What follows belongs to an exercise in optimizing a design on an open flow for small area and a short achievable clock period; a production flow would make more cautious choices.
Function was checked by simulation only, so behaviour that the tests miss may differ from the original.
Power figures rest on the tool's default switching activity, not on a simulated workload.

## run.sh

```bash
#!/bin/bash
# synth_recipe.tcl (not shown) runs the flow's synth.tcl, then flattens the netlist and writes it again
# the make line also repeats each setting of config.mk as NAME=value (left out here)
make -C /OpenROAD-flow-scripts/flow DESIGN_CONFIG=/design/flow/config.mk WORK_HOME=/design/flow/orfs CLKGATE_MAP_FILE= SYNTH_SCRIPT=/design/flow/synth_recipe.tcl finish
```

## config.mk

```make
export PLATFORM = sky130hd
export DESIGN_NAME = mips_core
export DESIGN_NICKNAME = mips_core
export VERILOG_FILES = /design/flow/design.v
export SDC_FILE = /design/flow/constraint.sdc
export NUM_CORES = 8
export LEC_CHECK = 0
export CAP_MARGIN = 20
export CORE_MARGIN = 2
export CORE_UTILIZATION = 45
export SETUP_SLACK_MARGIN = 3
export SLEW_MARGIN = 20
export SYNTH_HIERARCHICAL = 1
export SYNTH_MINIMUM_KEEP_SIZE = 0
```

## constraint.sdc

```tcl
create_clock -name core_clock -period 12.5 [get_ports {i_clock}]
set_input_delay 2.5000 -clock core_clock [delete_from_list [all_inputs] [get_ports {i_clock}]]
set_output_delay 2.5000 -clock core_clock [all_outputs]
set_load 0.01 [all_outputs]
```

## design.v

```verilog
package mips_pkg;
   localparam int INSTR_W    = 32;
   localparam int DATA_W     = 32;
   localparam int NUM_REGS   = 32;
   localparam int REG_ADDR_W = 5;
   localparam int IMM_W      = 16;
   localparam int PC_W       = 6;
   localparam logic [5:0] OP_RTYPE = 6'd0;
   localparam logic [5:0] OP_BEQZ  = 6'd4;
   localparam logic [5:0] OP_ADDIU = 6'd9;
   localparam logic [5:0] OP_HALT  = 6'd63;
   localparam logic [5:0] FN_ADDU  = 6'h21;
   localparam logic [5:0] FN_SUBU  = 6'h23;
   localparam logic [5:0] FN_AND   = 6'h24;
   localparam logic [5:0] FN_OR    = 6'h25;
   localparam logic [5:0] FN_SLT   = 6'h2a;
   localparam int IMEM_W = 27;
   localparam logic [2:0] CL_NOP  = 3'd0;
   localparam logic [2:0] CL_ADDU = 3'd1;
   localparam logic [2:0] CL_SUBU = 3'd2;
   localparam logic [2:0] CL_AND  = 3'd3;
   localparam logic [2:0] CL_OR   = 3'd4;
   localparam logic [2:0] CL_SLT  = 3'd5;
   localparam logic [2:0] CL_BEQZ = 3'd6;
   localparam logic [2:0] CL_HALT = 3'd7;
endpackage
module cell_ao22 (input logic a0, b0, a1, b1, output logic y);
   assign y = (a0 & b0) | (a1 & b1);
endmodule
module cell_aoi222 (input logic a0, b0, a1, b1, a2, b2, output logic y);
   assign y = ~((a0 & b0) | (a1 & b1) | (a2 & b2));
endmodule
module cell_nand2 (input logic a, b, output logic y);
   assign y = ~(a & b);
endmodule
module cell_nand3 (input logic a, b, c, output logic y);
   assign y = ~(a & b & c);
endmodule
module cell_nand4 (input logic a, b, c, d, output logic y);
   assign y = ~(a & b & c & d);
endmodule
module cell_nor2 (input logic a, b, output logic y);
   assign y = ~(a | b);
endmodule
module cell_or3 (input logic a, b, c, output logic y);
   assign y = a | b | c;
endmodule
module store_bit
   (
      input  logic i_clock,
      input  logic i_we,
      input  logic i_keep,     
      input  logic i_data,
      output logic o_q
   );
   logic d;
   cell_ao22 u_hold (.a0(o_q), .b0(i_keep), .a1(i_data), .b1(i_we), .y(d));
   always_ff @(posedge i_clock) begin
      o_q <= d;
   end
endmodule
module read64
   (
      input  logic [63:0] i_data,
      input  logic [63:0] i_sel,
      output logic        o_y
   );
   logic [21:0] p;
   logic [5:0]  q;
   logic [2:0]  r;
   for (genvar k = 0; k < 21; k++) begin : g_t
      cell_aoi222 u_t (.a0(i_sel[3*k]),   .b0(i_data[3*k]),
                       .a1(i_sel[3*k+1]), .b1(i_data[3*k+1]),
                       .a2(i_sel[3*k+2]), .b2(i_data[3*k+2]), .y(p[k]));
   end
   cell_nand2 u_t21 (.a(i_sel[63]), .b(i_data[63]), .y(p[21]));
   cell_nand4 u_q0 (.a(p[0]),  .b(p[1]),  .c(p[2]),  .d(p[3]),  .y(q[0]));
   cell_nand4 u_q1 (.a(p[4]),  .b(p[5]),  .c(p[6]),  .d(p[7]),  .y(q[1]));
   cell_nand4 u_q2 (.a(p[8]),  .b(p[9]),  .c(p[10]), .d(p[11]), .y(q[2]));
   cell_nand4 u_q3 (.a(p[12]), .b(p[13]), .c(p[14]), .d(p[15]), .y(q[3]));
   cell_nand3 u_q4 (.a(p[16]), .b(p[17]), .c(p[18]), .y(q[4]));
   cell_nand3 u_q5 (.a(p[19]), .b(p[20]), .c(p[21]), .y(q[5]));
   cell_nor2  u_r0 (.a(q[0]), .b(q[1]), .y(r[0]));
   cell_nor2  u_r1 (.a(q[2]), .b(q[3]), .y(r[1]));
   cell_nor2  u_r2 (.a(q[4]), .b(q[5]), .y(r[2]));
   cell_nand3 u_y  (.a(r[0]), .b(r[1]), .c(r[2]), .y(o_y));
endmodule
module read31
   (
      input  logic [30:0] i_data,
      input  logic [30:0] i_sel,
      output logic        o_y
   );
   logic [10:0] p;
   logic [2:0]  q;
   for (genvar k = 0; k < 10; k++) begin : g_t
      cell_aoi222 u_t (.a0(i_sel[3*k]),   .b0(i_data[3*k]),
                       .a1(i_sel[3*k+1]), .b1(i_data[3*k+1]),
                       .a2(i_sel[3*k+2]), .b2(i_data[3*k+2]), .y(p[k]));
   end
   cell_nand2 u_t10 (.a(i_sel[30]), .b(i_data[30]), .y(p[10]));
   cell_nand4 u_q0 (.a(p[0]), .b(p[1]), .c(p[2]),  .d(p[3]), .y(q[0]));
   cell_nand4 u_q1 (.a(p[4]), .b(p[5]), .c(p[6]),  .d(p[7]), .y(q[1]));
   cell_nand3 u_q2 (.a(p[8]), .b(p[9]), .c(p[10]), .y(q[2]));
   cell_or3   u_y  (.a(q[0]), .b(q[1]), .c(q[2]), .y(o_y));
endmodule
`timescale 1ns/10ps
import mips_pkg::*;
module instr_fetch
   (
      input  logic               i_clock,
      input  logic               i_we,
      input  logic [PC_W-1:0]    i_waddr,
      input  logic [IMEM_W-1:0] i_wdata,
      input  logic [PC_W-1:0]    i_raddr,
      output logic [IMEM_W-1:0] o_rdata,
      output logic [IMEM_W-1:0] o_word0
   );
   localparam int WORDS = 2**PC_W;
   logic [WORDS-1:0][IMEM_W-1:0] imem;
   logic [WORDS-1:0]              row_we;
   logic [WORDS-1:0]              row_keep;
   logic [WORDS-1:0]              row_sel;
   always_comb begin
      for (int w = 0; w < WORDS; w++) begin
         row_we[w]   = i_we && (i_waddr == w);
         row_keep[w] = !row_we[w];
         row_sel[w]  = (i_raddr == w);
      end
   end
   for (genvar w = 0; w < WORDS; w++) begin : g_word
      for (genvar b = 0; b < IMEM_W; b++) begin : g_bit
         store_bit u_bit (
            .i_clock (i_clock),
            .i_we    (row_we[w]),
            .i_keep  (row_keep[w]),
            .i_data  (i_wdata[b]),
            .o_q     (imem[w][b])
         );
      end
   end
   for (genvar b = 0; b < IMEM_W; b++) begin : g_read
      logic [WORDS-1:0] column;
      for (genvar w = 0; w < WORDS; w++) begin : g_col
         assign column[w] = imem[w][b];
      end
      read64 u_read (.i_data(column), .i_sel(row_sel), .o_y(o_rdata[b]));
   end
   assign o_word0 = imem[0];
endmodule
`timescale 1ns/10ps
import mips_pkg::*;
module encoder
   (
      input  logic [INSTR_W-1:0] i_instruction,
      output logic [IMEM_W-1:0]  o_word
   );
   logic [5:0] opcode;
   logic [5:0] funct;
   logic [2:0] cls;
   logic       addiu;
   assign opcode = i_instruction[31:26];
   assign funct  = i_instruction[5:0];
   assign addiu  = (opcode == OP_ADDIU);
   always_comb begin
      cls = CL_NOP;
      case (opcode)
         OP_RTYPE: begin
            case (funct)
               FN_ADDU: cls = CL_ADDU;
               FN_SUBU: cls = CL_SUBU;
               FN_AND:  cls = CL_AND;
               FN_OR:   cls = CL_OR;
               FN_SLT:  cls = CL_SLT;
               default: cls = CL_NOP;
            endcase
         end
         OP_BEQZ: cls = CL_BEQZ;
         OP_HALT: cls = CL_HALT;
         default: cls = CL_NOP;
      endcase
   end
   assign o_word = {addiu, i_instruction[25:11],
                    addiu ? i_instruction[10:8] : cls,
                    i_instruction[7:0]};
endmodule
module decoder
   (
      input  logic [IMEM_W-1:0]     i_word,
      output logic [REG_ADDR_W-1:0] o_reg_a,
      output logic [REG_ADDR_W-1:0] o_reg_b,
      output logic [REG_ADDR_W-1:0] o_reg_w,
      output logic [IMM_W-1:0]      o_immediate,
      output logic                  o_wr_en,
      output logic                  o_use_imm,
      output logic                  o_sub,       
      output logic                  o_sel_and,
      output logic                  o_sel_or,
      output logic                  o_sel_slt,
      output logic                  o_branch,
      output logic                  o_halt
   );
   logic       addiu;
   logic [2:0] cls;
   assign addiu       = i_word[26];
   assign cls         = i_word[10:8];
   assign o_reg_a     = i_word[25:21];
   assign o_reg_b     = i_word[20:16];
   assign o_immediate = i_word[15:0];
   assign o_reg_w   = addiu ? i_word[20:16] : i_word[15:11];
   assign o_use_imm = addiu;
   assign o_sub     = !addiu && (cls == CL_SUBU || cls == CL_SLT);
   assign o_sel_and = !addiu && (cls == CL_AND);
   assign o_sel_or  = !addiu && (cls == CL_OR);
   assign o_sel_slt = !addiu && (cls == CL_SLT);
   assign o_wr_en   = addiu || (cls != CL_NOP && cls != CL_BEQZ && cls != CL_HALT);
   assign o_branch  = !addiu && (cls == CL_BEQZ);
   assign o_halt    = !addiu && (cls == CL_HALT);
endmodule
`timescale 1ns/10ps
import mips_pkg::*;
module register_file
   (
      input  logic                  i_clock,
      input  logic                  i_arst_n,
      input  logic                  i_we,
      input  logic [REG_ADDR_W-1:0] i_waddr,
      input  logic [DATA_W-1:0]     i_wdata,
      input  logic                  i_wnonzero,
      input  logic [REG_ADDR_W-1:0] i_raddr_a,
      input  logic [REG_ADDR_W-1:0] i_raddr_b,
      output logic [DATA_W-1:0]     o_rdata_a,
      output logic [DATA_W-1:0]     o_rdata_b,
      output logic                  o_rzero_a
   );
   localparam int N = NUM_REGS - 1;    
   logic [N-1:0][DATA_W-1:0] regs;
   logic [N-1:0]             nonzero;
   logic [N-1:0]             row_we;
   logic [N-1:0]             row_keep;
   logic [N-1:0]             sel_a;
   logic [N-1:0]             sel_b;
   always_comb begin
      for (int r = 0; r < N; r++) begin
         row_we[r]   = i_we && (i_waddr == r + 1);
         row_keep[r] = !row_we[r];
         sel_a[r]    = (i_raddr_a == r + 1) && nonzero[r];
         sel_b[r]    = (i_raddr_b == r + 1) && nonzero[r];
      end
   end
   always_ff @(posedge i_clock or negedge i_arst_n) begin
      if (!i_arst_n) begin
         nonzero <= '0;
      end else begin
         for (int r = 0; r < N; r++) begin
            if (row_we[r]) begin
               nonzero[r] <= i_wnonzero;
            end
         end
      end
   end
   for (genvar r = 0; r < N; r++) begin : g_reg
      for (genvar b = 0; b < DATA_W; b++) begin : g_bit
         store_bit u_bit (
            .i_clock (i_clock),
            .i_we    (row_we[r]),
            .i_keep  (row_keep[r]),
            .i_data  (i_wdata[b]),
            .o_q     (regs[r][b])
         );
      end
   end
   for (genvar b = 0; b < DATA_W; b++) begin : g_read
      logic [N-1:0] column;
      for (genvar r = 0; r < N; r++) begin : g_col
         assign column[r] = regs[r][b];
      end
      read31 u_read_a (.i_data(column), .i_sel(sel_a), .o_y(o_rdata_a[b]));
      read31 u_read_b (.i_data(column), .i_sel(sel_b), .o_y(o_rdata_b[b]));
   end
   assign o_rzero_a = !(|sel_a);
endmodule
`timescale 1ns/10ps
import mips_pkg::*;
module instr_decode
   (
      input  logic [REG_ADDR_W-1:0] i_reg_a,
      input  logic [REG_ADDR_W-1:0] i_reg_b,
      input  logic [DATA_W-1:0]     i_rdata_a,
      input  logic [DATA_W-1:0]     i_rdata_b,
      input  logic                  i_rzero_a,
      input  logic                  i_fwd_en,
      input  logic [REG_ADDR_W-1:0] i_fwd_reg,
      input  logic [DATA_W-1:0]     i_fwd_data,
      input  logic                  i_fwd_zero,
      input  logic                  i_use_imm,
      input  logic                  i_sub,
      input  logic [IMM_W-1:0]      i_immediate,
      output logic [DATA_W-1:0]     o_op_a,
      output logic [DATA_W-1:0]     o_op_b,
      output logic                  o_a_zero
   );
   logic fwd_a;
   logic fwd_b;
   logic [DATA_W-1:0] data_b;
   assign fwd_a = i_fwd_en && (i_fwd_reg == i_reg_a);
   assign fwd_b = i_fwd_en && (i_fwd_reg == i_reg_b);
   assign o_op_a   = fwd_a ? i_fwd_data : i_rdata_a;
   assign o_a_zero = fwd_a ? i_fwd_zero : i_rzero_a;
   assign data_b   = fwd_b ? i_fwd_data : i_rdata_b;
   assign o_op_b   = (i_use_imm ? {{(DATA_W-IMM_W){i_immediate[IMM_W-1]}}, i_immediate}
                                : data_b) ^ {DATA_W{i_sub}};
endmodule
`timescale 1ns/10ps
import mips_pkg::*;
module execute
   (
      input  logic [DATA_W-1:0] i_op_a,
      input  logic [DATA_W-1:0] i_op_b,
      input  logic              i_sub,
      input  logic              i_sel_and,
      input  logic              i_sel_or,
      input  logic              i_sel_slt,
      output logic [DATA_W-1:0] o_result
   );
   logic [DATA_W-1:0] sum;
   logic [DATA_W:0]   sum_ext;
   logic              less_than;
   assign sum_ext = {i_op_a, 1'b1} + {i_op_b, i_sub};
   assign sum     = sum_ext[DATA_W:1];
   assign less_than = (i_op_a[DATA_W-1] == i_op_b[DATA_W-1]) ? i_op_a[DATA_W-1]
                                                             : sum[DATA_W-1];
   always_comb begin
      if (i_sel_slt)      o_result = {{(DATA_W-1){1'b0}}, less_than};
      else if (i_sel_and) o_result = i_op_a & i_op_b;
      else if (i_sel_or)  o_result = i_op_a | i_op_b;
      else                o_result = sum;
   end
endmodule
`timescale 1ns/10ps
import mips_pkg::*;
module mips_core
   (
      input  logic                  i_clock,
      input  logic                  i_arst_n,
      input  logic                  i_run,
      input  logic                  i_load_en,
      input  logic [PC_W-1:0]       i_load_addr,
      input  logic [INSTR_W-1:0]    i_load_data,
      output logic [PC_W-1:0]       o_pc,
      output logic                  o_halt,
      output logic                  o_wb_en,
      output logic [REG_ADDR_W-1:0] o_wb_reg,
      output logic [DATA_W-1:0]     o_wb_data
   );
   logic [PC_W-1:0]       pc;
   logic                  halted;
   logic                  cur_wr_en;
   logic [REG_ADDR_W-1:0] cur_wr_reg;
   logic [DATA_W-1:0]     cur_result;
   logic                  cur_halt;
   logic [PC_W-1:0]       cur_next_pc;    
   logic wr;
   logic result_zero;
   assign wr          = cur_wr_en && i_run;
   assign result_zero = (cur_result == '0);
   assign o_pc      = pc;
   assign o_halt    = halted;
   assign o_wb_en   = wr;
   assign o_wb_reg  = cur_wr_reg;
   assign o_wb_data = cur_result;
   always_ff @(posedge i_clock or negedge i_arst_n) begin
      if (!i_arst_n) begin
         pc     <= '0;
         halted <= 1'b0;
      end else if (i_run) begin
         pc <= cur_next_pc;
         if (cur_halt) begin
            halted <= 1'b1;
         end
      end
   end
   logic                  load_we;
   logic [IMEM_W-1:0]     load_word;
   logic [IMEM_W-1:0]     fetch_word;
   logic [IMEM_W-1:0]     word0;
   logic [REG_ADDR_W-1:0] rd_reg_a;
   logic [REG_ADDR_W-1:0] rd_reg_b;
   logic [DATA_W-1:0]     rdata_a;
   logic [DATA_W-1:0]     rdata_b;
   logic                  rzero_a;
   assign load_we = i_load_en && !i_run;
   encoder u_encoder_1 (
      .i_instruction (i_load_data),
      .o_word        (load_word)
   );
   instr_fetch u_instr_fetch_1 (
      .i_clock (i_clock),
      .i_we    (load_we),
      .i_waddr (i_load_addr),
      .i_wdata (load_word),
      .i_raddr (cur_next_pc),
      .o_rdata (fetch_word),
      .o_word0 (word0)
   );
   assign rd_reg_a = i_run ? fetch_word[25:21] : i_load_data[25:21];
   assign rd_reg_b = i_run ? fetch_word[20:16] : i_load_data[20:16];
   register_file u_register_file_1 (
      .i_clock    (i_clock),
      .i_arst_n   (i_arst_n),
      .i_we       (wr),
      .i_waddr    (cur_wr_reg),
      .i_wdata    (cur_result),
      .i_wnonzero (!result_zero),
      .i_raddr_a  (rd_reg_a),
      .i_raddr_b  (rd_reg_b),
      .o_rdata_a  (rdata_a),
      .o_rdata_b  (rdata_b),
      .o_rzero_a  (rzero_a)
   );
   logic                  load_hit;
   logic                  update;
   logic [IMEM_W-1:0]     nxt_word;
   logic [PC_W-1:0]       nxt_pc;
   logic [REG_ADDR_W-1:0] nxt_reg_a;
   logic [REG_ADDR_W-1:0] nxt_reg_b;
   logic [REG_ADDR_W-1:0] nxt_wr_reg;
   logic [IMM_W-1:0]      nxt_imm;
   logic                  nxt_wr_en;
   logic                  nxt_use_imm;
   logic                  nxt_sub;
   logic                  nxt_sel_and;
   logic                  nxt_sel_or;
   logic                  nxt_sel_slt;
   logic                  nxt_branch;
   logic                  nxt_halt;
   logic [DATA_W-1:0]     nxt_op_a;
   logic [DATA_W-1:0]     nxt_op_b;
   logic                  nxt_a_zero;
   logic [DATA_W-1:0]     nxt_result;
   logic [PC_W-1:0]       nxt_pc_plus1;
   logic [PC_W-1:0]       nxt_next_pc;
   assign load_hit = load_we && (i_load_addr == pc);
   assign update = !i_arst_n || (i_run ? !cur_halt : (load_hit && !halted));
   always_comb begin
      if (!i_arst_n) begin
         nxt_word = load_hit ? load_word : word0;
      end else if (i_run) begin
         nxt_word = fetch_word;
      end else begin
         nxt_word = load_word;
      end
   end
   assign nxt_pc = (i_run && i_arst_n) ? cur_next_pc : pc;
   decoder u_decoder_1 (
      .i_word        (nxt_word),
      .o_reg_a       (nxt_reg_a),
      .o_reg_b       (nxt_reg_b),
      .o_reg_w       (nxt_wr_reg),
      .o_immediate   (nxt_imm),
      .o_wr_en       (nxt_wr_en),
      .o_use_imm     (nxt_use_imm),
      .o_sub         (nxt_sub),
      .o_sel_and     (nxt_sel_and),
      .o_sel_or      (nxt_sel_or),
      .o_sel_slt     (nxt_sel_slt),
      .o_branch      (nxt_branch),
      .o_halt        (nxt_halt)
   );
   instr_decode u_instr_decode_1 (
      .i_reg_a     (rd_reg_a),
      .i_reg_b     (rd_reg_b),
      .i_rdata_a   (rdata_a),
      .i_rdata_b   (rdata_b),
      .i_rzero_a   (rzero_a),
      .i_fwd_en    (wr && i_arst_n && (cur_wr_reg != '0)),
      .i_fwd_reg   (cur_wr_reg),
      .i_fwd_data  (cur_result),
      .i_fwd_zero  (result_zero),
      .i_use_imm   (nxt_use_imm),
      .i_sub       (nxt_sub),
      .i_immediate (nxt_imm),
      .o_op_a      (nxt_op_a),
      .o_op_b      (nxt_op_b),
      .o_a_zero    (nxt_a_zero)
   );
   execute u_execute_1 (
      .i_op_a    (nxt_op_a),
      .i_op_b    (nxt_op_b),
      .i_sub     (nxt_sub),
      .i_sel_and (nxt_sel_and),
      .i_sel_or  (nxt_sel_or),
      .i_sel_slt (nxt_sel_slt),
      .o_result  (nxt_result)
   );
   assign nxt_pc_plus1 = nxt_pc + 1'b1;
   always_comb begin
      if (nxt_halt) begin
         nxt_next_pc = nxt_pc;
      end else if (nxt_branch && nxt_a_zero) begin
         nxt_next_pc = nxt_pc_plus1 + nxt_imm[PC_W-1:0];
      end else begin
         nxt_next_pc = nxt_pc_plus1;
      end
   end
   always_ff @(posedge i_clock) begin
      if (update) begin
         cur_wr_en   <= nxt_wr_en;
         cur_wr_reg  <= nxt_wr_reg;
         cur_result  <= nxt_result;
         cur_halt    <= nxt_halt;
         cur_next_pc <= nxt_next_pc;
      end
   end
endmodule
```

==> out/results.txt, run 1 <==
outcome: no timing/DRC/antenna violations
GR Util All Layers: 38.60%
via count of the first global-routing pass: 92970
post-synthesis cell area: 106000 um^2
number of nets at the end of the flow: 9580
height of the die: 489.4 um
Worst Max-Slew Pin Slew: 1.274 ns
final period utilization: 75.52%
class of the most critical hold timing path: flop to flop
largest reg by FF count: u_instr_fetch_1.g_word.g_bit.u_bit.o_q
slew margin rel.: 15.05%
endpoint of the worst-slack reg-to-reg timing path: cur_result[29]$_DFFE_PP_
largest registers: u_instr_fetch_1.g_word.g_bit.u_bit.o_q x1728, u_register_file_1.g.g_bit.u_bit.o_q x992, cur_result x32
CP max FO: 27
Residual DRC: 0
class of the most critical setup path: flop to flop
Worst path slowest cell: a222oi_1
routability congestion estimate from global placement: 0.9815
clock insertion delay at the later pin of the skew report: 0.98 ns
post-layout minimum cycle time: 9.439 ns
core area: 234700 um^2
number of flip-flops under the largest register name: 1728
PwrDens: 210.1 nW/um^2
Die Footprint: 239500 um^2
setup TNS: 0 ns
wire length per cell: 37.99 um
area overhead of the layout relative to synthesis: 16.37%
setup repair after global routing missed its margin: false
post-detailed-placement half-perimeter wirelength: 283600 um
endpoints failing hold: 0
detailed router's first-iteration violation count: 19780
via count of the routed design: 98310
CP dominant cell by count: buf_4
hold path cells: 1
starting density of the core: 45.17%
maximum number of pins on one net before global-route repair: 68
Cell Rows: 178
fin. max-slew vios: 0
delay of the slowest critical-path stage: 0.79 ns
skew final: 0.06884 ns
hold path startpoint: u_instr_fetch_1.g_word[32].g_bit[22].u_bit.o_q$_DFF_P_
first-pass GRT wire length: 683600 um
clock slew seen by the registers of the worst setup and hold paths: 0.06 ns
TritonCTS clock tree: built
worst reg-to-reg setup slack: 3.06 ns
I/O pins: 87
number of cells produced by synthesis: 8867
total nets after synthesis: 8982
YS warnings: 12
# port buffers: 86
overall die width: 489.4 um
kind of start point of the critical path: flop
Crit path arrival time: 10.10 ns
synthesized area divided by synthesized cell count: 11.96 um^2
leakage component of the power: 46.75 nW
number of clock sinks: 2803
count of endpoints failing setup in the final report: 0
clock buffer depth: 4
number of clock buffers inserted by TritonCTS: 308
routed wire length: 488000 um
Placed Cells incl. Taps: 12280
Min-Delay Endpoint: u_instr_fetch_1.g_word[32].g_bit[22].u_bit.o_q$_DFF_P_
data required time of the critical path: 13.16 ns
count of TritonRoute iterations in the first routing pass: 14
vias per cell: 7.652
number of antenna violations at the first check in global routing: 28
source of the worst register-to-register timing path: cur_next_pc[2]$_DFFE_PP_
grt ovf: 0
proportion of layout cells with a drive suffix above 1: 12.51%
number of H-tree levels: 5
highest clock frequency the design can meet: 105.9 MHz
count of max-cap constraint violations: 0
worst r2r path cells: 29
type of destination of the critical path: flop
CTS root buf: clkbuf_16
IR drop worst, VDD: 0.1460 mV
number of nets with antenna violations after routing: 0
fin cells: 12850
==> per-layer routing <==
layer / track usage, % / vias to the layer above / part of all wire [%]
met2: 56.77 / 7566 / 42
met5: 0.2818 / - / 0.035
li1: - / 39970 / -
met1: 46.95 / 48860 / 36
met4: 33.63 / 16 / 10
met3: 9.711 / 1889 / 11
==> worst max-delay path: cells and delay by family (launching register included) <==
kind,cells,cell delay (ns)
AND/OR/NAND/NOR,12,3.82
XOR/XNOR,1,0.21
AO/OA/AOI/OAI,8,2.59
buffers and inverters,5,1.09
adder cells (fa/ha/maj),1,0.43
flip-flops,1,0.35
multiplexers,2,0.62
==> how the worst max path moves through the flow <==
stage                                   from                        to  cells after the start
global route        cur_next_pc[2]$_DFFE_PP_  cur_result[14]$_DFFE_PP_                     28
global placement              i_load_addr[1]  cur_result[24]$_DFFE_PP_                     23
finish              cur_next_pc[2]$_DFFE_PP_  cur_result[29]$_DFFE_PP_                     29
floorplan                    i_load_data[27]  cur_result[14]$_DFFE_PP_                     23
CTS                 cur_next_pc[3]$_DFFE_PP_  cur_result[29]$_DFFE_PP_                     27
detailed placement            i_load_addr[0]  cur_result[20]$_DFFE_PP_                     22
==> cells in the final DEF, fill, tap and decap left out, types with 78 or more instances in the layout <==
cell	count
inv_1	116
buf_4	392
nor2_1	147
dfxtp_1	2720
a22o_1	2723
a21oi_1	78
nand3_1	154
a222oi_1	1210
nand2_1	236
nand4_1	250
clkbuf_16	314
mux2_2	86
==> timing repair <==
| action | 4_1_cts | 5_1_grt |
|---|---|---|
| buffers inserted | 5 | 20 |
| resized for setup | 9 | 11 |
| pin swaps | 3 | 7 |
| hold buffers | 0 | 0 |
| endpoints found under the hold margin | 0 | 0 |
| endpoints found under the setup margin | 3 | 20 |
==> through the flow <==
step | utilization (%) | power, mW | instance area [um^2] | hold slack (ns) | worst slack [ns]
after floorplan | - | 14.50 | 106000 | 0.4545 | 3.191
after global placement | 48.21 | 16.52 | 113200 | 0.4642 | 2.762
after detailed placement | 48.22 | 16.70 | 113200 | 0.4690 | 2.623
after CTS | 52.44 | 25.62 | 123100 | 0.4847 | 3.029
after global routing | 52.56 | 26.59 | 123400 | 0.4930 | 3.025
final | 52.56 | 25.93 | 123400 | 0.4834 | 3.061
==> power breakdown <==
part	internal, mW	switching [mW]	leakage (nW)
registers	10.5	1.14	23.2
clock network	5.30	3.74	4.86
logic	2.11	3.17	18.7
==> final cells by class <==
class / count / area (um^2)
clock buffer: 434 / 8828
antenna: 16 / 40.04
fill: 20490 / 111400
inverter: 124 / 465.4
timing repair buffer: 459 / 3656
tap: 3150 / 3941
sequential: 2803 / 56750
multi-input combinational: 5769 / 48720
clock inverter: 92 / 984.7
==> run 2, diff against run 1 <==
--- a/design.v
+++ b/design.v
@@ -42,6 +42,30 @@
 module cell_nor2 (input logic a, b, output logic y);
    assign y = ~(a | b);
 endmodule
+module cell_inv (input logic a, output logic y);
+   assign y = ~a;
+endmodule
+module cell_xor2 (input logic a, b, output logic y);
+   assign y = a ^ b;
+endmodule
+module cell_aoi21 (input logic a1, a2, b1, output logic y);
+   assign y = ~((a1 & a2) | b1);
+endmodule
+module cell_oai21 (input logic a1, a2, b1, output logic y);
+   assign y = ~((a1 | a2) & b1);
+endmodule
+module cell_oai22 (input logic a1, a2, b1, b2, output logic y);
+   assign y = ~((a1 | a2) & (b1 | b2));
+endmodule
+module cell_mux2 (input logic a0, a1, s, output logic y);
+   assign y = s ? a1 : a0;
+endmodule
+module cell_a21o (input logic a1, a2, b1, output logic y);
+   assign y = (a1 & a2) | b1;
+endmodule
+module cell_a221o (input logic a1, a2, b1, b2, c1, output logic y);
+   assign y = (a1 & a2) | (b1 & b2) | c1;
+endmodule
 module cell_or3 (input logic a, b, c, output logic y);
    assign y = a | b | c;
 endmodule
@@ -294,7 +318,6 @@
       input  logic [DATA_W-1:0]     i_fwd_data,
       input  logic                  i_fwd_zero,
       input  logic                  i_use_imm,
-      input  logic                  i_sub,
       input  logic [IMM_W-1:0]      i_immediate,
       output logic [DATA_W-1:0]     o_op_a,
       output logic [DATA_W-1:0]     o_op_b,
@@ -308,8 +331,8 @@
    assign o_op_a   = fwd_a ? i_fwd_data : i_rdata_a;
    assign o_a_zero = fwd_a ? i_fwd_zero : i_rzero_a;
    assign data_b   = fwd_b ? i_fwd_data : i_rdata_b;
-   assign o_op_b   = (i_use_imm ? {{(DATA_W-IMM_W){i_immediate[IMM_W-1]}}, i_immediate}
-                                : data_b) ^ {DATA_W{i_sub}};
+   assign o_op_b   = i_use_imm ? {{(DATA_W-IMM_W){i_immediate[IMM_W-1]}}, i_immediate}
+                               : data_b;
 endmodule
 `timescale 1ns/10ps
 import mips_pkg::*;
@@ -323,18 +346,71 @@
       input  logic              i_sel_slt,
       output logic [DATA_W-1:0] o_result
    );
-   logic [DATA_W-1:0] sum;
-   logic [DATA_W:0]   sum_ext;
-   logic              less_than;
-   assign sum_ext = {i_op_a, 1'b1} + {i_op_b, i_sub};
-   assign sum     = sum_ext[DATA_W:1];
-   assign less_than = (i_op_a[DATA_W-1] == i_op_b[DATA_W-1]) ? i_op_a[DATA_W-1]
-                                                             : sum[DATA_W-1];
-   always_comb begin
-      if (i_sel_slt)      o_result = {{(DATA_W-1){1'b0}}, less_than};
-      else if (i_sel_and) o_result = i_op_a & i_op_b;
-      else if (i_sel_or)  o_result = i_op_a | i_op_b;
-      else                o_result = sum;
+   localparam int N      = DATA_W;
+   localparam int LEVELS = 5;    
+   logic [N-1:0] g [0:LEVELS];
+   logic [N-1:0] t [0:LEVELS];
+   logic [N-1:0] p;
+   logic [N-1:0] carry;
+   logic [N-1:0] sum;
+   logic [N-1:0] logic_r;
+   logic         sel_arith;
+   logic         nsel_and;
+   logic         nsel_or;
+   logic [N-1:0] a_x;
+   for (genvar i = 0; i < N; i++) begin : g_l0
+      cell_xor2  u_x (.a(i_op_a[i]), .b(i_sub), .y(a_x[i]));
+      cell_nand2 u_g (.a(a_x[i]), .b(i_op_b[i]), .y(g[0][i]));
+      if (i > 0) begin : g_t
+         cell_nor2 u_t (.a(a_x[i]), .b(i_op_b[i]), .y(t[0][i]));
+      end else begin : g_not
+         assign t[0][i] = 1'b0;
+      end
+   end
+   for (genvar i = 0; i < N; i++) begin : g_p
+      cell_xor2 u_p (.a(i_op_a[i]), .b(i_op_b[i]), .y(p[i]));
+   end
+   for (genvar k = 1; k <= LEVELS; k++) begin : g_lvl
+      localparam int D = 2**(k-1);
+      for (genvar i = 0; i < N; i++) begin : g_bit
+         if (i < D) begin : g_pass
+            cell_inv u_g (.a(g[k-1][i]), .y(g[k][i]));
+            assign t[k][i] = 1'b0;
+         end else if (k % 2 == 1) begin : g_pos
+            cell_oai21 u_g (.a1(t[k-1][i]), .a2(g[k-1][i-D]), .b1(g[k-1][i]), .y(g[k][i]));
+            if (i >= 2*D) begin : g_t
+               cell_nor2 u_t (.a(t[k-1][i]), .b(t[k-1][i-D]), .y(t[k][i]));
+            end else begin : g_not
+               assign t[k][i] = 1'b0;
+            end
+         end else begin : g_neg
+            cell_aoi21 u_g (.a1(t[k-1][i]), .a2(g[k-1][i-D]), .b1(g[k-1][i]), .y(g[k][i]));
+            if (i >= 2*D) begin : g_t
+               cell_nand2 u_t (.a(t[k-1][i]), .b(t[k-1][i-D]), .y(t[k][i]));
+            end else begin : g_not
+               assign t[k][i] = 1'b0;
+            end
+         end
+      end
+   end
+   assign carry = {g[LEVELS][N-2:0], 1'b0};
+   for (genvar i = 0; i < N; i++) begin : g_sum
+      cell_xor2 u_s (.a(p[i]), .b(carry[i]), .y(sum[i]));
+   end
+   logic slt_carry;
+   logic early0;
+   assign slt_carry = i_sel_slt && !p[N-1];
+   assign sel_arith = !(i_sel_and || i_sel_or || i_sel_slt);
+   assign nsel_and  = !i_sel_and;
+   assign nsel_or   = !i_sel_or;
+   logic or0_n;
+   cell_nor2  u_or0  (.a(a_x[0]), .b(i_op_b[0]), .y(or0_n));
+   cell_oai22 u_l0   (.a1(nsel_and), .a2(g[0][0]), .b1(nsel_or), .b2(or0_n), .y(logic_r[0]));
+   assign early0 = (sel_arith && p[0]) || logic_r[0] || (i_sel_slt && p[N-1] && i_op_a[N-1]);
+   cell_a21o  u_r0   (.a1(slt_carry), .a2(carry[N-1]), .b1(early0), .y(o_result[0]));
+   for (genvar i = 1; i < N; i++) begin : g_res
+      cell_oai22 u_l (.a1(nsel_and), .a2(g[0][i]), .b1(nsel_or), .b2(t[0][i]), .y(logic_r[i]));
+      cell_a21o  u_r (.a1(sum[i]), .a2(sel_arith), .b1(logic_r[i]), .y(o_result[i]));
    end
 endmodule
 `timescale 1ns/10ps
@@ -478,7 +554,6 @@
       .i_fwd_data  (cur_result),
       .i_fwd_zero  (result_zero),
       .i_use_imm   (nxt_use_imm),
-      .i_sub       (nxt_sub),
       .i_immediate (nxt_imm),
       .o_op_a      (nxt_op_a),
       .o_op_b      (nxt_op_b),
==> flow/run.sh (new file) <==
#!/bin/bash
# Layout flow: the standard flow (standard.sh) with two changes made for
# timing, not for what is measured:
#  - the setup margin that timing repair aims for is raised, so the resizer
#    keeps shortening the critical paths below the clock period;
#  - ports are buffered with sky130_fd_sc_hd__buf_4 instead of the default
#    cell, so that repair can size them like any other buffer.
# The synthesis is the standard one. Each step's output goes to its own log
# in this folder (ORFS also keeps its per-stage logs under orfs/logs).
set -euo pipefail
MARGIN=7
bash standard.sh synth > log_synth.txt 2>&1
sed -e "s/SETUP_SLACK_MARGIN=[^ ]*/SETUP_SLACK_MARGIN=${MARGIN}/" standard.sh > layout.sh
export BUFFER_PORTS_ARGS="-buffer_cell sky130_fd_sc_hd__buf_4"
bash layout.sh floorplan > log_floorplan.txt 2>&1
bash layout.sh place > log_place.txt 2>&1
bash layout.sh cts > log_cts.txt 2>&1
bash layout.sh route > log_route.txt 2>&1
bash layout.sh finish > log_finish.txt 2>&1
==> standard.sh (new file) <==
#!/bin/bash
# synth_recipe.tcl (not shown) runs the flow's synth.tcl, then flattens the netlist and writes it again
# the make line also repeats each setting of config.mk as NAME=value (left out here)
make -C /OpenROAD-flow-scripts/flow DESIGN_CONFIG=/design/flow/config.mk WORK_HOME=/design/flow/orfs CLKGATE_MAP_FILE= SYNTH_SCRIPT=/design/flow/synth_recipe.tcl "${@:-finish}"
--- a/config.mk
+++ b/config.mk
@@ -7,7 +7,9 @@
 export LEC_CHECK = 0
 export CAP_MARGIN = 20
 export CORE_MARGIN = 2
-export CORE_UTILIZATION = 45
+export CORE_UTILIZATION = 50
+export CTS_CLUSTER_DIAMETER = 60
+export CTS_CLUSTER_SIZE = 20
 export SETUP_SLACK_MARGIN = 3
 export SLEW_MARGIN = 20
 export SYNTH_HIERARCHICAL = 1
removed: run.sh
==> out/results.txt, run 2 <==
outcome: no timing/DRC/antenna violations
area overhead of the layout relative to synthesis: 17.34%
worst r2r path cells: 26 (-10%)
skew final: 0.04066 ns (-0.02818 ns)
worst reg-to-reg setup slack: 4.98 ns (+1.92 ns)
final period utilization: 60.15% (-15 points)
total nets after synthesis: 8883 (-1.1%)
starting density of the core: 50.37% (+5.2 points)
switching share of power: 33.35% (+2.3 points)
post-detailed-placement half-perimeter wirelength: 281000 um (-0.92%)
Die Footprint: 215000 um^2 (-10%)
maximum number of pins on one net before global-route repair: 73 (+7.4%)
Cell Rows: 168 (-5.6%)
Residual DRC: 0 (unchanged)
CP max FO: 27 (unchanged)
endpoints failing hold: 0 (unchanged)
P_sw: 7.892 mW (-1.9%)
Crit path arrival time: 8.16 ns (-1.94 ns)
clock slew seen by the registers of the worst setup and hold paths: 0.08 ns (+0.02 ns)
TritonCTS clock tree: built
clock insertion delay at the later pin of the skew report: 0.91 ns (-0.07 ns)
CTS root buf: clkbuf_16
number of cells produced by synthesis: 8833 (-0.38%)
kind of start point of the critical path: flop
post-synthesis cell area: 105700 um^2 (-0.35%)
number of clock sinks: 2803 (unchanged)
YS warnings: 15 (+3)
Worst Max-Slew Pin Slew: 1.335 ns (+0.06068 ns)
PwrDens: 190.9 nW/um^2 (-9.2%)
number of nets at the end of the flow: 9571 (-0.094%)
class of the most critical hold timing path: flop to flop
class of the most critical setup path: flop to flop
largest reg by FF count: u_instr_fetch_1.g_word.g_bit.u_bit.o_q
Clk network pwr share: 28.9% (-5.9 points)
highest clock frequency the design can meet: 133.0 MHz (+26%)
number of H-tree levels: 4 (-1)
Min-Delay Endpoint: u_instr_fetch_1.g_word[55].g_bit[10].u_bit.o_q$_DFF_P_
cell internal power dissipation: 15.77 mW (-12%)
height of the die: 463.7 um (-5.3%)
data required time of the critical path: 13.14 ns (-0.02 ns)
overall die width: 463.7 um (-5.3%)
combinational share of power: 23.1% (+2.7 points)
I/O pins: 87 (unchanged)
endpoint of the worst-slack reg-to-reg timing path: cur_result[29]$_DFFE_PP_
grt ovf: 0 (unchanged)
GR Util All Layers: 43.54% (+4.9 points)
hold path startpoint: u_instr_fetch_1.g_word[55].g_bit[10].u_bit.o_q$_DFF_P_
clock buffer depth: 3 (-1)
count of max-cap constraint violations: 0 (unchanged)
slew margin rel.: 10.36% (-4.7 points)
Post-CTS Hold Fix Bufs: 0 (unchanged)
number of flip-flops under the largest register name: 1728 (unchanged)
number of nets with antenna violations after routing: 0 (unchanged)
type of destination of the critical path: flop
fin util: 59.10% (+6.5 points)
count of endpoints failing setup in the final report: 0 (unchanged)
source of the worst register-to-register timing path: cur_next_pc[0]$_DFFE_PP_
sequential fraction of design power: 48.0% (+3.2 points)
IR drop worst, VDD: 0.1798 mV (+23%)
vias per cell: 8.090 (+5.7%)
via count of the routed design: 101000 (+2.7%)
via count of the first global-routing pass: 92900 (-0.082%)
most used cells in the layout excluding fill and tap cells: 2723 x a22o_1, 2720 x dfxtp_1, 1207 x a222oi_1
synthesized area divided by synthesized cell count: 11.96 um^2 (about the same)
worst hold margin: 0.4883 ns (+0.004861 ns)
first-pass GRT wire length: 693500 um (+1.5%)
# port buffers: 86 (unchanged)
leakage component of the power: 47.36 nW (+1.3%)
setup repair after global routing missed its margin: true
number of clock buffers inserted by TritonCTS: 190 (-38%)
wire length per cell: 40.65 um (+7.0%)
proportion of layout cells with a drive suffix above 1: 17.09% (+4.6 points)
routability congestion estimate from global placement: 1.043 (+6.3%)
largest registers: u_instr_fetch_1.g_word.g_bit.u_bit.o_q x1728, u_register_file_1.g.g_bit.u_bit.o_q x992, cur_result x32
core area: 209800 um^2 (-11%)
count of TritonRoute iterations in the first routing pass: 15 (+1)
post-layout minimum cycle time: 7.519 ns (-1.920 ns)
number of antenna violations at the first check in global routing: 49 (+75%)
detailed router's first-iteration violation count: 23520 (+19%)
routed wire length: 507500 um (+4.0%)
fin. max-slew vios: 0 (unchanged)
setup TNS: 0 ns (unchanged)
hold path cells: 1 (unchanged)
most common library cell in the layout ignoring fill and taps: a22o_1
[run 2: cell types whose count changed in the layout (fill, tap and decap cells not counted), moves of 56 or more]
cell             before  now
buf_4               392  459
buf_6                 0   56
clkbuf_16           314  217
clkdlybuf4s50_1      59    0
ha_1                 71    7
nor2_1              147   88
nor2_4               66  128
xor2_1               21   86
[run 2: area by class of cell]
type / instances / area (um^2)
fill: 17370 / 85800
sequential: 2803 / 56750
multi-input combinational: 5813 / 50510
timing repair buffer: 622 / 6371
clock buffer: 220 / 5076
tap: 2805 / 3510
clock inverter: 102 / 1343
inverter: 91 / 345.3
antenna: 28 / 70.07
[run 2: critical path, stage by stage, from the launching register on]
cell	delay (ns)
edfxtp_1	0.50
buf_2	0.21
nand4b_1	0.17
buf_4	0.17
nor2_2	0.05
buf_6	0.20
a222oi_1	0.30
nand4_1	0.67
nor2_4	0.41
nand3_2	0.13
mux2_4	0.31
and3b_2	0.26
and3_4	0.26
buf_12	0.17
a222oi_1	0.40
nand4_1	0.59
or3_4	0.59
mux2_4	0.28
mux2_4	0.30
nor2_4	0.23
nor2_4	0.08
a21oi_4	0.19
o21ai_2	0.10
a21oi_2	0.19
o21ai_2	0.12
xor2_1	0.17
a21o_1	0.19
[run 2: worst max path at each step]
stage	to	slack, ns	start
floorplan	cur_result[31]$_DFFE_PP_	4.98	i_load_data[27]
global placement	cur_result[18]$_DFFE_PP_	3.92	cur_next_pc[0]$_DFFE_PP_
detailed placement	cur_result[18]$_DFFE_PP_	3.86	cur_next_pc[0]$_DFFE_PP_
CTS	cur_result[29]$_DFFE_PP_	5.60	cur_next_pc[0]$_DFFE_PP_
global route	cur_result[30]$_DFFE_PP_	5.12	cur_next_pc[0]$_DFFE_PP_
finish	cur_result[29]$_DFFE_PP_	4.98	cur_next_pc[0]$_DFFE_PP_
[run 2: per-stage QoR]
step | setup slack, ns | area (um^2) | total power [mW] | instances
2_1_floorplan | 4.981 | 105800 | 13.90 | 8833
3_3_place_gp | 3.920 | 112100 | 15.72 | 11900
3_5_place_dp | 3.859 | 112200 | 15.86 | 11900
4_1_cts | 5.597 | 122200 | 23.04 | 12370
5_1_grt | 5.121 | 123900 | 24.17 | 12470
6_report | 4.981 | 124000 | 23.67 | 12480
[run 2: layer usage]
layer / wire, um / track usage (%) / part of all wire (%)
met1: 197000 / 59.41 / 39
met2: 198700 / 58.05 / 39
met3: 85660 / 20.28 / 17
met4: 25620 / 18.69 / 5.0
met5: 515 / 1.270 / 0.10
[run 2: what timing repair did]
action	in CTS	in global routing
setup endpoints to repair	57	39
cloned	25	26
pin swaps	245	194
resized for setup	479	160
setup buffers	124	59
[run 2: power by group through the flow]
stage                     Combinational, mW  Sequential (mW)  Clock (mW)
after global placement                 4.30             11.4           0
after floorplan                        2.44             11.5           0
after global routing                   5.55             11.5        7.15
after CTS                              4.95             11.3        6.83
after detailed placement               4.38             11.5           0
final                                  5.46             11.4        6.84
==> run 3, diff against run 2 <==
--- a/design.v
+++ b/design.v
@@ -318,6 +318,7 @@
       input  logic [DATA_W-1:0]     i_fwd_data,
       input  logic                  i_fwd_zero,
       input  logic                  i_use_imm,
+      input  logic                  i_sub,
       input  logic [IMM_W-1:0]      i_immediate,
       output logic [DATA_W-1:0]     o_op_a,
       output logic [DATA_W-1:0]     o_op_b,
@@ -328,7 +329,7 @@
    logic [DATA_W-1:0] data_b;
    assign fwd_a = i_fwd_en && (i_fwd_reg == i_reg_a);
    assign fwd_b = i_fwd_en && (i_fwd_reg == i_reg_b);
-   assign o_op_a   = fwd_a ? i_fwd_data : i_rdata_a;
+   assign o_op_a   = (fwd_a ? i_fwd_data : i_rdata_a) ^ {DATA_W{i_sub}};
    assign o_a_zero = fwd_a ? i_fwd_zero : i_rzero_a;
    assign data_b   = fwd_b ? i_fwd_data : i_rdata_b;
    assign o_op_b   = i_use_imm ? {{(DATA_W-IMM_W){i_immediate[IMM_W-1]}}, i_immediate}
@@ -338,7 +339,7 @@
 import mips_pkg::*;
 module execute
    (
-      input  logic [DATA_W-1:0] i_op_a,
+      input  logic [DATA_W-1:0] i_op_ax,
       input  logic [DATA_W-1:0] i_op_b,
       input  logic              i_sub,
       input  logic              i_sel_and,
@@ -358,8 +359,9 @@
    logic         nsel_and;
    logic         nsel_or;
    logic [N-1:0] a_x;
+   logic [N-1:0] axb;
+   assign a_x = i_op_ax;
    for (genvar i = 0; i < N; i++) begin : g_l0
-      cell_xor2  u_x (.a(i_op_a[i]), .b(i_sub), .y(a_x[i]));
       cell_nand2 u_g (.a(a_x[i]), .b(i_op_b[i]), .y(g[0][i]));
       if (i > 0) begin : g_t
          cell_nor2 u_t (.a(a_x[i]), .b(i_op_b[i]), .y(t[0][i]));
@@ -368,7 +370,8 @@
       end
    end
    for (genvar i = 0; i < N; i++) begin : g_p
-      cell_xor2 u_p (.a(i_op_a[i]), .b(i_op_b[i]), .y(p[i]));
+      cell_xor2 u_q (.a(a_x[i]), .b(i_op_b[i]), .y(axb[i]));
+      cell_xor2 u_p (.a(axb[i]), .b(i_sub), .y(p[i]));
    end
    for (genvar k = 1; k <= LEVELS; k++) begin : g_lvl
       localparam int D = 2**(k-1);
@@ -406,7 +409,8 @@
    logic or0_n;
    cell_nor2  u_or0  (.a(a_x[0]), .b(i_op_b[0]), .y(or0_n));
    cell_oai22 u_l0   (.a1(nsel_and), .a2(g[0][0]), .b1(nsel_or), .b2(or0_n), .y(logic_r[0]));
-   assign early0 = (sel_arith && p[0]) || logic_r[0] || (i_sel_slt && p[N-1] && i_op_a[N-1]);
+   assign early0 = (sel_arith && p[0]) || logic_r[0] ||
+                   (i_sel_slt && p[N-1] && (a_x[N-1] ^ i_sub));
    cell_a21o  u_r0   (.a1(slt_carry), .a2(carry[N-1]), .b1(early0), .y(o_result[0]));
    for (genvar i = 1; i < N; i++) begin : g_res
       cell_oai22 u_l (.a1(nsel_and), .a2(g[0][i]), .b1(nsel_or), .b2(t[0][i]), .y(logic_r[i]));
@@ -433,18 +437,33 @@
    logic                  halted;
    logic                  cur_wr_en;
    logic [REG_ADDR_W-1:0] cur_wr_reg;
-   logic [DATA_W-1:0]     cur_result;
+   logic [DATA_W-1:0]     cur_op_a;       
+   logic [DATA_W-1:0]     cur_op_b;
+   logic                  cur_sub;
+   logic                  cur_sel_and;
+   logic                  cur_sel_or;
+   logic                  cur_sel_slt;
    logic                  cur_halt;
    logic [PC_W-1:0]       cur_next_pc;    
-   logic wr;
-   logic result_zero;
+   logic              wr;
+   logic [DATA_W-1:0] result;
+   logic              result_zero;
+   execute u_execute_1 (
+      .i_op_ax   (cur_op_a),
+      .i_op_b    (cur_op_b),
+      .i_sub     (cur_sub),
+      .i_sel_and (cur_sel_and),
+      .i_sel_or  (cur_sel_or),
+      .i_sel_slt (cur_sel_slt),
+      .o_result  (result)
+   );
    assign wr          = cur_wr_en && i_run;
-   assign result_zero = (cur_result == '0);
+   assign result_zero = (result == '0);
    assign o_pc      = pc;
    assign o_halt    = halted;
    assign o_wb_en   = wr;
    assign o_wb_reg  = cur_wr_reg;
-   assign o_wb_data = cur_result;
+   assign o_wb_data = result;
    always_ff @(posedge i_clock or negedge i_arst_n) begin
       if (!i_arst_n) begin
          pc     <= '0;
@@ -486,7 +505,7 @@
       .i_arst_n   (i_arst_n),
       .i_we       (wr),
       .i_waddr    (cur_wr_reg),
-      .i_wdata    (cur_result),
+      .i_wdata    (result),
       .i_wnonzero (!result_zero),
       .i_raddr_a  (rd_reg_a),
       .i_raddr_b  (rd_reg_b),
@@ -513,7 +532,6 @@
    logic [DATA_W-1:0]     nxt_op_a;
    logic [DATA_W-1:0]     nxt_op_b;
    logic                  nxt_a_zero;
-   logic [DATA_W-1:0]     nxt_result;
    logic [PC_W-1:0]       nxt_pc_plus1;
    logic [PC_W-1:0]       nxt_next_pc;
    assign load_hit = load_we && (i_load_addr == pc);
@@ -551,23 +569,15 @@
       .i_rzero_a   (rzero_a),
       .i_fwd_en    (wr && i_arst_n && (cur_wr_reg != '0)),
       .i_fwd_reg   (cur_wr_reg),
-      .i_fwd_data  (cur_result),
+      .i_fwd_data  (result),
       .i_fwd_zero  (result_zero),
       .i_use_imm   (nxt_use_imm),
+      .i_sub       (nxt_sub),
       .i_immediate (nxt_imm),
       .o_op_a      (nxt_op_a),
       .o_op_b      (nxt_op_b),
       .o_a_zero    (nxt_a_zero)
    );
-   execute u_execute_1 (
-      .i_op_a    (nxt_op_a),
-      .i_op_b    (nxt_op_b),
-      .i_sub     (nxt_sub),
-      .i_sel_and (nxt_sel_and),
-      .i_sel_or  (nxt_sel_or),
-      .i_sel_slt (nxt_sel_slt),
-      .o_result  (nxt_result)
-   );
    assign nxt_pc_plus1 = nxt_pc + 1'b1;
    always_comb begin
       if (nxt_halt) begin
@@ -582,7 +592,12 @@
       if (update) begin
          cur_wr_en   <= nxt_wr_en;
          cur_wr_reg  <= nxt_wr_reg;
-         cur_result  <= nxt_result;
+         cur_op_a    <= nxt_op_a;
+         cur_op_b    <= nxt_op_b;
+         cur_sub     <= nxt_sub;
+         cur_sel_and <= nxt_sel_and;
+         cur_sel_or  <= nxt_sel_or;
+         cur_sel_slt <= nxt_sel_slt;
          cur_halt    <= nxt_halt;
          cur_next_pc <= nxt_next_pc;
       end
==> out/results.txt, run 3 <==
via count of the routed design: 106400 (+5.3%)
post-layout minimum cycle time: 6.275 ns (-1.245 ns)
count of max-cap constraint violations: 0 (unchanged)
overall die width: 468.3 um (+0.99%)
routability congestion estimate from global placement: 1.021 (-2.1%)
grt ovf: 0 (unchanged)
highest clock frequency the design can meet: 159.4 MHz (+20%)
Residual DRC: 0 (unchanged)
core area: 214400 um^2 (+2.2%)
number of antenna violations at the first check in global routing: 55 (+12%)
number of clock sinks: 2839 (+1.3%)
fin cells: 13120 (+5.1%)
GR Util All Layers: 44.92% (+1.4 points)
skew final: 0.04700 ns (+0.006340 ns)
number of H-tree levels: 4 (unchanged)
DP Worst Slack: 5.032 ns (+1.173 ns)
cell internal power dissipation: 17.40 mW (+10%)
proportion of layout cells with a drive suffix above 1: 19.18% (+2.1 points)
class of the most critical setup path: flop to flop
worst r2r path cells: 23 (-12%)
P_sw: 9.345 mW (+18%)
number of flip-flops under the largest register name: 1728 (unchanged)
Worst Max-Slew Pin Slew: 1.285 ns (-0.05034 ns)
Worst path slowest cell: nand4_1
Clk network pwr share: 26.3% (-2.6 points)
I/O pins: 87 (unchanged)
clock insertion delay at the later pin of the skew report: 0.90 ns (about the same)
setup TNS: 0 ns (unchanged)
synthesized area divided by synthesized cell count: 11.80 um^2 (-1.4%)
post-route worst setup slack: 6.225 ns (+1.245 ns)
endpoint of the worst-slack reg-to-reg timing path: cur_op_b[24]$_DFFE_PP_
Placed Cells incl. Taps: 12220 (+2.7%)
Min-Delay Endpoint: u_instr_fetch_1.g_word[42].g_bit[0].u_bit.o_q$_DFF_P_
fin util: 60.80% (+1.7 points)
delay of the slowest critical-path stage: 0.84 ns (+0.17 ns)
outcome: no timing/DRC/antenna violations
# port buffers: 86 (unchanged)
worst reg-to-reg setup slack: 6.23 ns (+1.24 ns)
Crit path arrival time: 6.89 ns (-1.27 ns)
slew margin rel.: 14.36% (+4.0 points)
Cell Rows: 170 (+1.2%)
class of the most critical hold timing path: flop to flop
CTS root buf: clkbuf_16
maximum number of pins on one net before global-route repair: 111 (+52%)
number of nets with antenna violations after routing: 0 (unchanged)
most common library cell in the layout ignoring fill and taps: a22o_1
clock slew seen by the registers of the worst setup and hold paths: 0.08 ns (about the same)
fin. max-slew vios: 0 (unchanged)
CP max FO: 12 (-56%)
hold path cells: 1 (unchanged)
CP Cell Sequence: buf_6, buf_6, nand4b_1, buf_4, buf_4, nor2_2, buf_6, buf_12, buf_4, a222oi_1, nand4_1, nor2_1, nand3_2, mux2_4, nor2b_4, and3_4, buf_12, buf_8, a222oi_1, nand4_1, or3_1, nor2_1, a211oi_1
post-detailed-placement half-perimeter wirelength: 287000 um (+2.2%)
via count of the first global-routing pass: 94090 (+1.3%)
clock buffer depth: 3 (unchanged)
wire length per cell: 41.07 um (+1.0%)
starting density of the core: 50.27% (-0.097 points)
routed wire length: 539000 um (+6.2%)
number of clock buffers inserted by TritonCTS: 195 (+2.6%)
IR drop worst, VDD: 0.1526 mV (-15%)
kind of start point of the critical path: flop
largest registers: u_instr_fetch_1.g_word.g_bit.u_bit.o_q x1728, u_register_file_1.g.g_bit.u_bit.o_q x992
Die Footprint: 219300 um^2 (+2.0%)
setup repair after global routing missed its margin: true
largest reg by FF count: u_instr_fetch_1.g_word.g_bit.u_bit.o_q
PwrDens: 205.2 nW/um^2 (+7.5%)
switching share of power: 34.94% (+1.6 points)
post-synthesis cell area: 107800 um^2 (+2.0%)
sequential fraction of design power: 44.3% (-3.7 points)
data required time of the critical path: 13.12 ns (-0.02 ns)
first-pass GRT wire length: 718200 um (+3.6%)
vias per cell: 8.105 (+0.19%)
YS warnings: 15 (unchanged)
type of destination of the critical path: flop
combinational share of power: 29.4% (+6.3 points)
most used cells in the layout excluding fill and tap cells: 2723 x a22o_1, 2720 x dfxtp_1, 1207 x a222oi_1
leakage component of the power: 49.82 nW (+5.2%)
count of endpoints failing setup in the final report: 0 (unchanged)
area overhead of the layout relative to synthesis: 20.94%
count of TritonRoute iterations in the first routing pass: 20 (+5)
total nets after synthesis: 9185 (+3.4%)
Fill cells: 17250 (-0.71%)
TritonCTS clock tree: built
number of cells produced by synthesis: 9135 (+3.4%)
final period utilization: 50.20% (-10 points)
height of the die: 468.3 um (+0.99%)
endpoints failing hold: 0 (unchanged)
source of the worst register-to-register timing path: cur_next_pc[2]$_DFFE_PP_
detailed router's first-iteration violation count: 26820 (+14%)
hold path startpoint: u_instr_fetch_1.g_word[42].g_bit[0].u_bit.o_q$_DFF_P_
number of nets at the end of the flow: 10140 (+5.9%)
==> run 3: worst max-delay path by stage <==
stage | from | to | slack (ns) | cells past startpoint
6_report | cur_next_pc[2]$_DFFE_PP_ | cur_op_b[24]$_DFFE_PP_ | 6.23 | 23
2_1_floorplan | i_load_data[27] | cur_next_pc[5]$_DFFE_PP_ | 5.82 | 13
3_5_place_dp | i_load_data[23] | cur_next_pc[5]$_DFFE_PP_ | 5.03 | 14
4_1_cts | cur_op_a[9]$_DFFE_PP_ | o_wb_data[10] | 6.82 | 11
3_3_place_gp | i_load_data[23] | cur_next_pc[5]$_DFFE_PP_ | 5.14 | 14
5_1_grt | cur_next_pc[0]$_DFFE_PP_ | cur_op_b[24]$_DFFE_PP_ | 6.28 | 23
==> run 3: final cells by class <==
type                    count  area (um^2)  share of cell area [%]
flip-flops and latches   2839        57840                   44.37
multi-input cells        6038        51600                   39.59
repair buffers            924        10240                   7.855
clock buffers             224         5216                   4.002
well taps                2838         3551                   2.724
clock inverters           113         1419                   1.088
inverters                  89        342.8                  0.2630
diodes                     59        147.6                  0.1133
==> run 3: worst max-delay path, delay by kind of cell, from the launching register on <==
| kind | cells | cell delay (ns) |
|---|---|---|
| flops | 1 | 0.42 |
| mux | 1 | 0.33 |
| buf+inv | 9 | 1.25 |
| simple gates | 10 | 3.14 |
| compound gates | 3 | 0.82 |
==> run 3: metal layers <==
layer / GRT usage (%) / wire length (um) / vias up
met2: 58.70 / 204900 / 9820
met3: 23.54 / 96740 / 2006
li1: - / - / 41720
met5: 0.7905 / 1132 / -
met4: 18.90 / 30620 / 48
met1: 60.78 / 205600 / 52780
==> run 3: power by group through the flow <==
stage	logic, mW	clock network (mW)	registers, mW
finish	7.87	7.03	11.9
global route	7.84	7.34	12.0
CTS	6.44	7.01	11.7
detailed placement	5.06	0	11.9
global placement	4.97	0	11.9
floorplan	3.20	0	11.6
==> run 3: metrics by stage <==
step                power (mW)  hold WS (ns)  cell area, um^2
floorplan                14.76        0.4545           107900
global placement         16.84        0.4642           114200
detailed placement       16.99        0.4690           114200
CTS                      25.18        0.4892           126000
global route             27.14        0.4971           130300
finish                   26.75        0.4877           130400
==> run 3: what timing repair did <==
action                     CTS  global route
setup endpoints to repair  227           163
buffers inserted           198           228
cloned                      53            32
gates resized for setup    574           365
hold buffers                 0             0
pin swaps                  271           411
==> run 4, diff against run 3 <==
--- a/design.v
+++ b/design.v
@@ -136,7 +136,8 @@
       input  logic               i_we,
       input  logic [PC_W-1:0]    i_waddr,
       input  logic [IMEM_W-1:0] i_wdata,
-      input  logic [PC_W-1:0]    i_raddr,
+      input  logic [7:0]         i_raddr_hi,
+      input  logic [7:0]         i_raddr_lo,
       output logic [IMEM_W-1:0] o_rdata,
       output logic [IMEM_W-1:0] o_word0
    );
@@ -149,7 +150,7 @@
       for (int w = 0; w < WORDS; w++) begin
          row_we[w]   = i_we && (i_waddr == w);
          row_keep[w] = !row_we[w];
-         row_sel[w]  = (i_raddr == w);
+         row_sel[w]  = i_raddr_hi[w / 8] && i_raddr_lo[w % 8];
       end
    end
    for (genvar w = 0; w < WORDS; w++) begin : g_word
@@ -445,6 +446,8 @@
    logic                  cur_sel_slt;
    logic                  cur_halt;
    logic [PC_W-1:0]       cur_next_pc;    
+   logic [7:0]            cur_fetch_hi;   
+   logic [7:0]            cur_fetch_lo;   
    logic              wr;
    logic [DATA_W-1:0] result;
    logic              result_zero;
@@ -494,7 +497,8 @@
       .i_we    (load_we),
       .i_waddr (i_load_addr),
       .i_wdata (load_word),
-      .i_raddr (cur_next_pc),
+      .i_raddr_hi (cur_fetch_hi),
+      .i_raddr_lo (cur_fetch_lo),
       .o_rdata (fetch_word),
       .o_word0 (word0)
    );
@@ -600,6 +604,10 @@
          cur_sel_slt <= nxt_sel_slt;
          cur_halt    <= nxt_halt;
          cur_next_pc <= nxt_next_pc;
+         for (int i = 0; i < 8; i++) begin
+            cur_fetch_hi[i] <= (nxt_next_pc[5:3] == i);
+            cur_fetch_lo[i] <= (nxt_next_pc[2:0] == i);
+         end
       end
    end
 endmodule
--- a/config.mk
+++ b/config.mk
@@ -7,7 +7,7 @@
 export LEC_CHECK = 0
 export CAP_MARGIN = 20
 export CORE_MARGIN = 2
-export CORE_UTILIZATION = 50
+export CORE_UTILIZATION = 45
 export CTS_CLUSTER_DIAMETER = 60
 export CTS_CLUSTER_SIZE = 20
 export SETUP_SLACK_MARGIN = 3
==> out/results.txt, run 4 <==
outcome: no timing/DRC/antenna violations
detailed router's first-iteration violation count: 25370 (-5.4%)
YS warnings: 15 (unchanged)
clock slew seen by the registers of the worst setup and hold paths: 0.09 ns (about the same)
fin util: 53.72% (-7.1 points)
class of the most critical hold timing path: flop to flop
setup repair after global routing missed its margin: true
most used cells in the layout excluding fill and tap cells: 2723 x a22o_1, 2720 x dfxtp_1, 1207 x a222oi_1
core area: 240100 um^2 (+12%)
post-route worst setup slack: 6.664 ns (+0.4383 ns)
CP Cell Sequence: buf_4, buf_4, and2_4, buf_12, a222oi_1, nand4_1, nor2_4, nand3_2, mux2_4, and2b_4, and2_4, and3_4, buf_12, a222oi_1, nand4_1, or3_4, nor2b_1, o22ai_1, nand3_1
PwrDens: 223.5 nW/um^2 (+8.9%)
wire length per cell: 39.32 um (-4.3%)
met1 Track Usage GR: 55.10% (-5.7 points)
fin. max-slew vios: 0 (unchanged)
overall die width: 494.9 um (+5.7%)
number of nets at the end of the flow: 9994 (-1.4%)
post-detailed-placement half-perimeter wirelength: 288700 um (+0.56%)
TritonCTS clock tree: built
hold path startpoint: u_instr_fetch_1.g_word[55].g_bit[19].u_bit.o_q$_DFF_P_
count of max-cap constraint violations: 0 (unchanged)
Residual DRC: 0 (unchanged)
# port buffers: 86 (unchanged)
count of buffering cells on the critical path with inverters included: 4 (-5)
Crit path arrival time: 6.47 ns (-0.42 ns)
Total Power Consumption: 28.83 mW (+7.8%)
endpoints failing hold: 0 (unchanged)
type of destination of the critical path: flop
IR drop worst, VDD: 0.1427 mV (-6.5%)
gate family responsible for the most delay along the worst path: simple AND/OR/NAND/NOR gates
post-synthesis cell area: 108400 um^2 (+0.60%)
data required time of the critical path: 13.13 ns (about the same)
largest registers: u_instr_fetch_1.g_word.g_bit.u_bit.o_q x1728, u_register_file_1.g.g_bit.u_bit.o_q x992
count of endpoints failing setup in the final report: 0 (unchanged)
GR Util All Layers: 38.95% (-6.0 points)
Post-CTS Hold Fix Bufs: 0 (unchanged)
vias per cell: 7.839 (-3.3%)
number of antenna violations at the first check in global routing: 43 (-22%)
kind of start point of the critical path: flop
proportion of layout cells with a drive suffix above 1: 16.82% (-2.4 points)
area of the multi-input gates: 51160 um^2 (-0.86%)
fin cells: 13320 (+1.5%)
cell area after placement: 115200 um^2 (+0.85%)
Worst path slowest cell: nand4_1
global routing met3 resource utilization: 17.12% (-6.4 points)
highest clock frequency the design can meet: 171.3 MHz (+7.5%)
final period utilization: 46.69% (-3.5 points)
height of the die: 494.9 um (+5.7%)
post-layout minimum cycle time: 5.836 ns (-0.4383 ns)
I/O pins: 87 (unchanged)
Fill cells: 20610 (+20%)
number of flip-flops under the largest register name: 1728 (unchanged)
number of H-tree levels: 4 (unchanged)
routability congestion estimate from global placement: 1.005 (-1.6%)
setup TNS: 0 ns (unchanged)
most common library cell in the layout ignoring fill and taps: a22o_1
Non-Filler Cell Area, Final: 129000 um^2 (-1.1%)
count of TritonRoute iterations in the first routing pass: 15 (-25%)
number of clock buffers inserted by TritonCTS: 195 (unchanged)
global routing usage on met2: 51.87% (-6.8 points)
number of nets with antenna violations after routing: 0 (unchanged)
Worst Max-Slew Pin Slew: 1.323 ns (+0.03864 ns)
leakage component of the power: 49.05 nW (-1.5%)
CP max FO: 10 (-2)
Most Used Layer, Global Route: met1
grt ovf: 0 (unchanged)
DP Worst Slack: 5.194 ns (+0.1620 ns)
number of clock sinks: 2855 (+0.56%)
skew final: 0.04983 ns (+0.002830 ns)
starting density of the core: 45.16% (-5.1 points)
via count of the routed design: 104400 (-1.9%)
total nets after synthesis: 9204 (+0.21%)
maximum number of pins on one net before global-route repair: 101 (-9.0%)
class of the most critical setup path: flop to flop
largest reg by FF count: u_instr_fetch_1.g_word.g_bit.u_bit.o_q
register cell area after layout: 58320 um^2 (+0.83%)
Cell Rows: 180 (+5.9%)
number of cells produced by synthesis: 9155 (+0.22%)
source of the worst register-to-register timing path: cur_fetch_lo[6]$_DFFE_PP_
delay of the slowest critical-path stage: 0.68 ns (-0.16 ns)
routed wire length: 523700 um (-2.9%)
clock insertion delay at the later pin of the skew report: 0.93 ns (+0.03 ns)
first-pass GRT wire length: 703800 um (-2.0%)
slew margin rel.: 11.68% (-2.7 points)
worst hold margin: 0.4868 ns (-0.0008920 ns)
clock buffer depth: 3 (unchanged)
Die Footprint: 244900 um^2 (+12%)
area overhead of the layout relative to synthesis: 18.96%
launching instance or port of the critical path: cur_fetch_lo[6]$_DFFE_PP_
Placed Cells incl. Taps: 12600 (+3.1%)
synthesized area divided by synthesized cell count: 11.84 um^2 (+0.38%)
CTS root buf: clkbuf_16
via count of the first global-routing pass: 93210 (-0.93%)
-- run 4: changes by cell type in the layout (fill, tap and decap cells not counted), moves of 11 or more --
cell      before  now
buf_4        623  515
buf_6        119   67
nor2_2       132   82
and2_1         1   50
buf_16        22    4
nor2b_1       95  112
and2_4         4   20
edfxtp_1      81   97
buf_8          9   23
nor2b_4       29   15
o22ai_2       17    5
o22ai_1       48   59
-- run 4: final cells by class --
| cell class | count | share of cell area, % |
|---|---|---|
| tap | 3185 | 3.090 |
| timing repair buffer | 756 | 6.581 |
| clock buffer | 228 | 4.046 |
| inverter | 97 | 0.2959 |
| clock inverter | 103 | 1.001 |
| timing repair inverter | 1 | 0.006790 |
| sequential | 2855 | 45.21 |
| antenna | 54 | 0.1048 |
| multi-input combinational | 6039 | 39.66 |
-- run 4: path summary, 6_finish.rpt --
kind	end	slack, ns	cells after the start
setup / recovery	cur_op_a[17]$_DFFE_PP_	6.66	19
hold / removal	u_instr_fetch_1.g_word[55].g_bit[19].u_bit.o_q$_DFF_P_	0.49	1
setup reg to reg	cur_op_a[17]$_DFFE_PP_	6.66	19
hold reg to reg	u_instr_fetch_1.g_word[55].g_bit[19].u_bit.o_q$_DFF_P_	0.49	1
max in group asynchronous	u_register_file_1.nonzero[3]$_DFFE_PN0P_	9.70	2
min in group asynchronous	pc[3]$_DFFE_PN0P_	1.49	1
-- run 4: per-layer routing --
layer  wire length [um]  up-vias
li1                   -    41410
met1             208600    52800
met2             203800     8733
met3              86740     1441
met4              24270       20
met5                253        -
-- run 4: power by group --
group / internal [mW] / switching (mW) / total, mW
clock: 3.29 / 3.62 / 6.90
combinational: 3.84 / 5.68 / 9.53
sequential: 10.9 / 1.49 / 12.4
total: 18.0 / 10.8 / 28.8
-- run 4: what timing repair did --
item,in CTS,in global routing
setup endpoints to repair,119,115
setup buffers,135,122
cloned,29,45
resized for setup,463,378
pin swaps,145,359

-- re-timing with driven ports --
How much do the figures lean on ideal ports? The routed layouts below were timed once more, with nothing changed but the port constraints. Step 1, drivers: a clkbuf_16 drives i_clock and a buf_2 each remaining input, both assumed. Step 2 adds t to the input delays and takes it off the output delays; t is the mean of the earliest and latest rising clock arrival at the registers after step 1. Input paths then give back, and output paths get back, about the clock's delay inside the block. a / b / c = no drivers / after step 1 / after step 2; a / b = the first two.
run	t (ns)	setup WS [ns]	hold WS [ns]	worst setup path at the end
run 1	1.049	3.061 / 3.061 / 2.480	0.483 / 0.483 / 0.483	input to register
run 2	0.992	4.981 / 4.981 / 4.200	0.488 / 0.488 / 0.488	input to register
run 3	0.968	6.225 / 6.225 / 5.415	0.488 / 0.488 / 0.488	input to register
run 4	1.010	6.664 / 6.613 / 5.693	0.487 / 0.487 / 0.487	input to register
After both steps setup and hold are still met in every run listed. The setup slack of run 4, which loses most, moves by -0.051 ns with the drivers and by -0.971 ns with both steps.
